This design comes from an exercise in tuning for small area, a short achievable clock period and few clock cycles on the open sky130 flow, not from production work. Where RTL was checked, it was by simulation tests only, not by an equivalence proof against the original.

==> inputs of garnet <==
==> flow/design.v (excerpt) <==
module hash_chain_anchor_sealer_core (
	input  logic        clk,
	input  logic        arst_n,
	input  logic        in_valid,
	output logic        in_ready,
	input  logic [7:0]  data_byte,
	input  logic        byte_present,
	input  logic        vector_end,
	output logic        out_valid,
	input  logic        out_ready,
	output logic [63:0] anchor,
	output logic [63:0] input_hash,
	output logic [63:0] output_hash,
	output logic [63:0] context_hash
);
==> module hcas_mul64, before the edit <==
module hcas_mul64 (
	input  logic        zstep,
	input  logic        sel_b,
	input  logic        first,
	input  logic [63:0] acc,
	input  logic [63:0] h,
	input  logic [16:0] dig,
	output logic [63:0] sum
);
	logic [63:0] c, c2;
	logic [63:0] row [9];
	logic [15:0] negs;
	function automatic logic [127:0] csa(input logic [63:0] a, input logic [63:0] b,
			input logic [63:0] d);
		csa = {((a & b) | (a & d) | (b & d)) << 1, a ^ b ^ d};
	endfunction
	always_comb begin
		logic one, two, neg;
		logic [63:0] mag;
		c    = sel_b ? MIX_MUL_B : MIX_MUL_A;
		c2   = c << 1;
		negs = '0;
		for (int r = 0; r < 8; r++) begin
			one = dig[2*r+1] ^ dig[2*r];
			two = (dig[2*r+2] & ~dig[2*r+1] & ~dig[2*r]) | (~dig[2*r+2] & dig[2*r+1] & dig[2*r]);
			neg = dig[2*r+2];
			mag = ({64{one}} & c) | ({64{two}} & c2);
			row[r + 1] = (mag ^ {64{neg}}) << (2 * r);
			negs[2*r] = neg;
		end
		row[1] = row[1] | ({64{zstep}} & (h >> 2));
		row[2] = row[2] | ({64{zstep}} & GOLDEN_ADD);
		row[4] = row[4] | ({64{zstep}} & (h << 6));
		row[0] = zstep ? acc : {first ? 48'd0 : acc[47:0], negs};
	end
	logic [63:0] s1a, c1a, s1b, c1b, s1c, c1c;
	logic [63:0] s2a, c2a, s2b, c2b;
	logic [63:0] s3, c3, s4, c4;
	assign {c1a, s1a} = csa(row[0], row[1], row[2]);
	assign {c1b, s1b} = csa(row[3], row[4], row[5]);
	assign {c1c, s1c} = csa(row[6], row[7], row[8]);
	assign {c2a, s2a} = csa(s1a, c1a, s1b);
	assign {c2b, s2b} = csa(c1b, s1c, c1c);
	assign {c3, s3}   = csa(s2a, c2a, s2b);
	assign {c4, s4}   = csa(s3, c3, c2b);
	assign sum = s4 + c4;
endmodule
==> module hash_chain_anchor_sealer_core, before the edit <==
module hash_chain_anchor_sealer_core (
	input  logic        clk,
	input  logic        arst_n,
	input  logic        in_valid,
	output logic        in_ready,
	input  logic [7:0]  data_byte,
	input  logic        byte_present,
	input  logic        vector_end,
	output logic        out_valid,
	input  logic        out_ready,
	output logic [63:0] anchor,
	output logic [63:0] input_hash,
	output logic [63:0] output_hash,
	output logic [63:0] context_hash
);
	localparam int D = 3;            
	logic       rdy_q, it_v, it_p, it_e;
	logic [7:0] it_b;
	logic [63:0] run_q, hv;
	logic       fire, push, pop;
	assign fire     = in_valid && rdy_q;
	assign in_ready = rdy_q;
	assign hv       = it_p ? hcas_pkg::fnv_step(run_q, it_b) : run_q;
	assign push     = it_v && it_e;
	logic [63:0] q [D];
	logic [2:0]  cnt, cnt_n;
	assign cnt_n = cnt + 3'(push) - 3'(pop);
	always_ff @(posedge clk or negedge arst_n) begin
		if (!arst_n) begin
			rdy_q <= 1'b1;
			it_v  <= 1'b0;
			run_q <= FNV_BASIS;
			cnt   <= 3'd0;
		end else begin
			it_v  <= fire;
			cnt   <= cnt_n;
			rdy_q <= (cnt_n + 3'(fire && vector_end)) < 3'(D);
			if (it_v)
				run_q <= it_e ? FNV_BASIS : hv;
		end
	end
	always_ff @(posedge clk) begin
		if (fire) begin
			it_b <= data_byte;
			it_p <= byte_present;
			it_e <= vector_end;
		end
		for (int i = 0; i < D; i++) begin
			if (pop) begin
				if (i == D - 1)
					q[i] <= hv;
				else if (push && 3'(i + 1) == cnt)
					q[i] <= hv;
				else
					q[i] <= q[i + 1];
			end else if (push && 3'(i) == cnt) begin
				q[i] <= hv;
			end
		end
	end
	logic        busy, phb, first, last;
	logic [1:0]  stg, step;
	logic [63:0] acc, mq, hsum;
	logic [63:0] in_h, out_h, ctx_h;
	logic        ov_q;
	assign pop  = !busy && (cnt != 3'd0) && (!ov_q || out_ready);
	hcas_mul64 u_mul (
		.zstep (!busy),
		.sel_b (phb),
		.first (first),
		.acc   (acc),
		.h     (q[0]),
		.dig   ({mq[63:48], mq[47]}),
		.sum   (hsum)
	);
	always_ff @(posedge clk or negedge arst_n) begin
		if (!arst_n) begin
			busy  <= 1'b0;
			phb   <= 1'b0;
			first <= 1'b0;
			last  <= 1'b0;
			step  <= 2'd0;
			stg   <= 2'd0;
			acc   <= 64'd0;
			mq    <= 64'd0;
			ov_q  <= 1'b0;
		end else begin
			if (busy && phb && last && stg == 2'd2)
				ov_q <= 1'b1;
			else if (out_ready)
				ov_q <= 1'b0;
			if (pop) begin
				busy  <= 1'b1;
				phb   <= 1'b0;
				first <= 1'b1;
				step  <= 2'd0;
				last  <= 1'b0;
			end else if (busy) begin
				step  <= step + 2'd1;
				first <= last;
				last  <= (step == 2'd2);
				if (last) begin
					phb <= 1'b1;
					if (phb) begin
						busy <= 1'b0;
						stg  <= (stg == 2'd2) ? 2'd0 : stg + 2'd1;
					end
				end
				acc <= hsum ^ ((phb && last) ? (hsum >> 31) : 64'd0);
			end
			if (pop)
				mq <= hsum ^ (hsum >> 30);
			else if (!phb && last)
				mq <= hsum ^ (hsum >> 27);
			else
				mq <= mq << 16;
		end
	end
	always_ff @(posedge clk) begin
		if (pop) begin
			if (stg == 2'd0) in_h  <= q[0];
			if (stg == 2'd1) out_h <= q[0];
			if (stg == 2'd2) ctx_h <= q[0];
		end
	end
	assign out_valid    = ov_q;
	assign anchor       = acc;
	assign input_hash   = in_h;
	assign output_hash  = out_h;
	assign context_hash = ctx_h;
endmodule
Settings: LEC_CHECK=0, CAP_MARGIN=20, CORE_MARGIN=2, CORE_UTILIZATION=40, SETUP_SLACK_MARGIN=5, SLEW_MARGIN=20; clock period 11.0 ns.
run.sh (not shown) runs the stock make flow with config.mk's settings and CLKGATE_MAP_FILE= SYNTH_SCRIPT=/design/flow/synth_recipe.tcl, a recipe that flattens the netlist after the stock synthesis.
==> nickel (differences from garnet) <==
==> flow/design.v (replaced) <==
package hcas_pkg;
	localparam logic [63:0] FNV_BASIS  = 64'hcbf29ce484222325;
	localparam logic [63:0] GOLDEN_ADD = 64'h9e3779b97f4a7c15;
	localparam logic [63:0] MIX_MUL_A  = 64'hbf58476d1ce4e5b9;
	localparam logic [63:0] MIX_MUL_B  = 64'h94d049bb133111eb;
	function automatic logic [63:0] fnv_step(input logic [63:0] h, input logic [7:0] b);
		logic [63:0] x;
		begin
			x = h ^ {56'd0, b};
			fnv_step = (x << 40) + (x << 8) + (x << 7) + (x << 5) + (x << 4) + (x << 1) + x;
		end
	endfunction
endpackage
import hcas_pkg::*;
module hcas_mul64 #(
	parameter int K = 16
) (
	input  logic         sel_b,
	input  logic         first,
	input  logic [63:0]  acc,
	input  logic [K-1:0] dig,
	output logic [63:0]  sum
);
	logic [63:0] c;
	logic [63:0] s;
	always_comb begin
		c = sel_b ? MIX_MUL_B : MIX_MUL_A;
		s = first ? 64'd0 : (acc << K);
		for (int b = 0; b < K; b++)
			s = s + (dig[b] ? (c << b) : 64'd0);
		sum = s;
	end
endmodule
import hcas_pkg::*;
module hash_chain_anchor_sealer_core (
	input  logic        clk,
	input  logic        arst_n,
	input  logic        in_valid,
	output logic        in_ready,
	input  logic [7:0]  data_byte,
	input  logic        byte_present,
	input  logic        vector_end,
	output logic        out_valid,
	input  logic        out_ready,
	output logic [63:0] anchor,
	output logic [63:0] input_hash,
	output logic [63:0] output_hash,
	output logic [63:0] context_hash
);
	localparam int D  = 3;           
	localparam int K  = 16;          
	localparam int NS = 64 / K;      
	logic       rdy_q, it_v, it_p, it_e;
	logic [7:0] it_b;
	logic [63:0] run_q, hv;
	logic       fire, push, pop;
	assign fire     = in_valid && rdy_q;
	assign in_ready = rdy_q;
	assign hv       = it_p ? hcas_pkg::fnv_step(run_q, it_b) : run_q;
	assign push     = it_v && it_e;
	logic [63:0] q [D];
	logic [2:0]  cnt, cnt_n;
	assign cnt_n = cnt + 3'(push) - 3'(pop);
	always_ff @(posedge clk or negedge arst_n) begin
		if (!arst_n) begin
			rdy_q <= 1'b1;
			it_v  <= 1'b0;
			run_q <= FNV_BASIS;
			cnt   <= 3'd0;
		end else begin
			it_v  <= fire;
			cnt   <= cnt_n;
			rdy_q <= (cnt_n + 3'(fire && vector_end)) < 3'(D);
			if (it_v)
				run_q <= it_e ? FNV_BASIS : hv;
		end
	end
	always_ff @(posedge clk) begin
		if (fire) begin
			it_b <= data_byte;
			it_p <= byte_present;
			it_e <= vector_end;
		end
		for (int i = 0; i < D; i++) begin
			if (pop) begin
				if (i == D - 1)
					q[i] <= hv;
				else if (push && 3'(i + 1) == cnt)
					q[i] <= hv;
				else
					q[i] <= q[i + 1];
			end else if (push && 3'(i) == cnt) begin
				q[i] <= hv;
			end
		end
	end
	localparam logic [1:0] F_IDLE = 2'd0, F_MA = 2'd1, F_MB = 2'd2;
	logic [1:0]  fst, stg;
	logic [$clog2(NS)-1:0] step;
	logic [63:0] acc, mq, z0, z1, hsum;
	logic [63:0] in_h, out_h, ctx_h;
	logic        ov_q, last;
	assign pop  = (fst == F_IDLE) && (cnt != 3'd0) && (!ov_q || out_ready);
	assign last = (step == $clog2(NS)'(NS - 1));
	assign z0   = acc + GOLDEN_ADD + (q[0] << 6) + (q[0] >> 2);
	assign z1   = z0 ^ (z0 >> 30);
	hcas_mul64 #(.K(K)) u_mul (
		.sel_b (fst == F_MB),
		.first (step == '0),
		.acc   (acc),
		.dig   (mq[63 -: K]),
		.sum   (hsum)
	);
	always_ff @(posedge clk or negedge arst_n) begin
		if (!arst_n) begin
			fst  <= F_IDLE;
			stg  <= 2'd0;
			step <= '0;
			acc  <= 64'd0;
			ov_q <= 1'b0;
		end else begin
			if (fst == F_MB && last && stg == 2'd2)
				ov_q <= 1'b1;
			else if (out_ready)
				ov_q <= 1'b0;
			case (fst)
				F_IDLE: begin
					if (pop) begin
						fst  <= F_MA;
						step <= '0;
					end
				end
				F_MA: begin
					acc  <= hsum;
					step <= step + 1'b1;
					if (last)
						fst <= F_MB;
				end
				default: begin
					step <= step + 1'b1;
					if (last) begin
						acc <= hsum ^ (hsum >> 31);
						fst <= F_IDLE;
						stg <= (stg == 2'd2) ? 2'd0 : stg + 2'd1;
					end else begin
						acc <= hsum;
					end
				end
			endcase
		end
	end
	always_ff @(posedge clk) begin
		if (pop) begin
			mq <= z1;
			if (stg == 2'd0) in_h  <= q[0];
			if (stg == 2'd1) out_h <= q[0];
			if (stg == 2'd2) ctx_h <= q[0];
		end else if (fst == F_MA && last) begin
			mq <= hsum ^ (hsum >> 27);
		end else begin
			mq <= mq << K;
		end
	end
	assign out_valid    = ov_q;
	assign anchor       = acc;
	assign input_hash   = in_h;
	assign output_hash  = out_h;
	assign context_hash = ctx_h;
endmodule
ABC_CLOCK_PERIOD_IN_PS = 5000   (was default)
==> results.rst <==
.. list-table::
   :header-rows: 1

   * - Metric
     - Value
   * - Resize count post-CTS
     - 686
   * - Num rows
     - 131
   * - Max FO, Critical Path
     - 7
   * - Minimum hold slack
     - 0.433 ns
   * - Result of the run
     - complete, no violations
   * - Total length of routed met2 wires
     - 97,000 um
   * - Pre-antenna DRT Iters
     - 9
   * - Number of global-route vias before repair
     - 42,700
   * - Final clock skew
     - 0.0344 ns
   * - Effective utilization at floorplan
     - 40.3%
   * - Detailed router's first-iteration violation count
     - 4,787
   * - Shortest clock period the worst path allows after layout
     - 6.74 ns
Source of the figures above: garnet

==> results.rst <==
.. list-table::
   :header-rows: 1

   * - Metric
     - Value
   * - Final clock skew
     - 0.0289 ns
   * - Shortest clock period the worst path allows after layout
     - 7.46 ns
   * - Resize count post-CTS
     - 495
   * - Result of the run
     - complete, no violations
   * - Total length of routed met2 wires
     - 103,000 um
   * - Num rows
     - 139
   * - Number of global-route vias before repair
     - 45,600
   * - Effective utilization at floorplan
     - 40.2%
Source of the figures above: nickel

Testbench counts of garnet, summed over its fixed seeds: cycles 29,978.
The RTL of nickel was laid out without a check of its function.

re-timing with driven ports:
The flow's constraints put no driver on any port. The routed layouts listed below were extracted and timed again, unchanged, in two steps.
Step 1 assumes that a clkbuf_16 drives the clock port and a buf_2 every other input.
Step 2 also shifts input and output timing later by t, the mid clock arrival at the registers, as if the neighbouring blocks saw the same clock.
Three values: ideal ports, drivers, drivers and shift; two values: the first two.
run	t, ns	setup WS [ns]	pins driven straight from the clock port
garnet	0.793	4.260 / 4.260 / 4.260	1
nickel	0.724	3.540 / 3.540 / 3.540	1
After both steps every run listed still meets setup and hold.
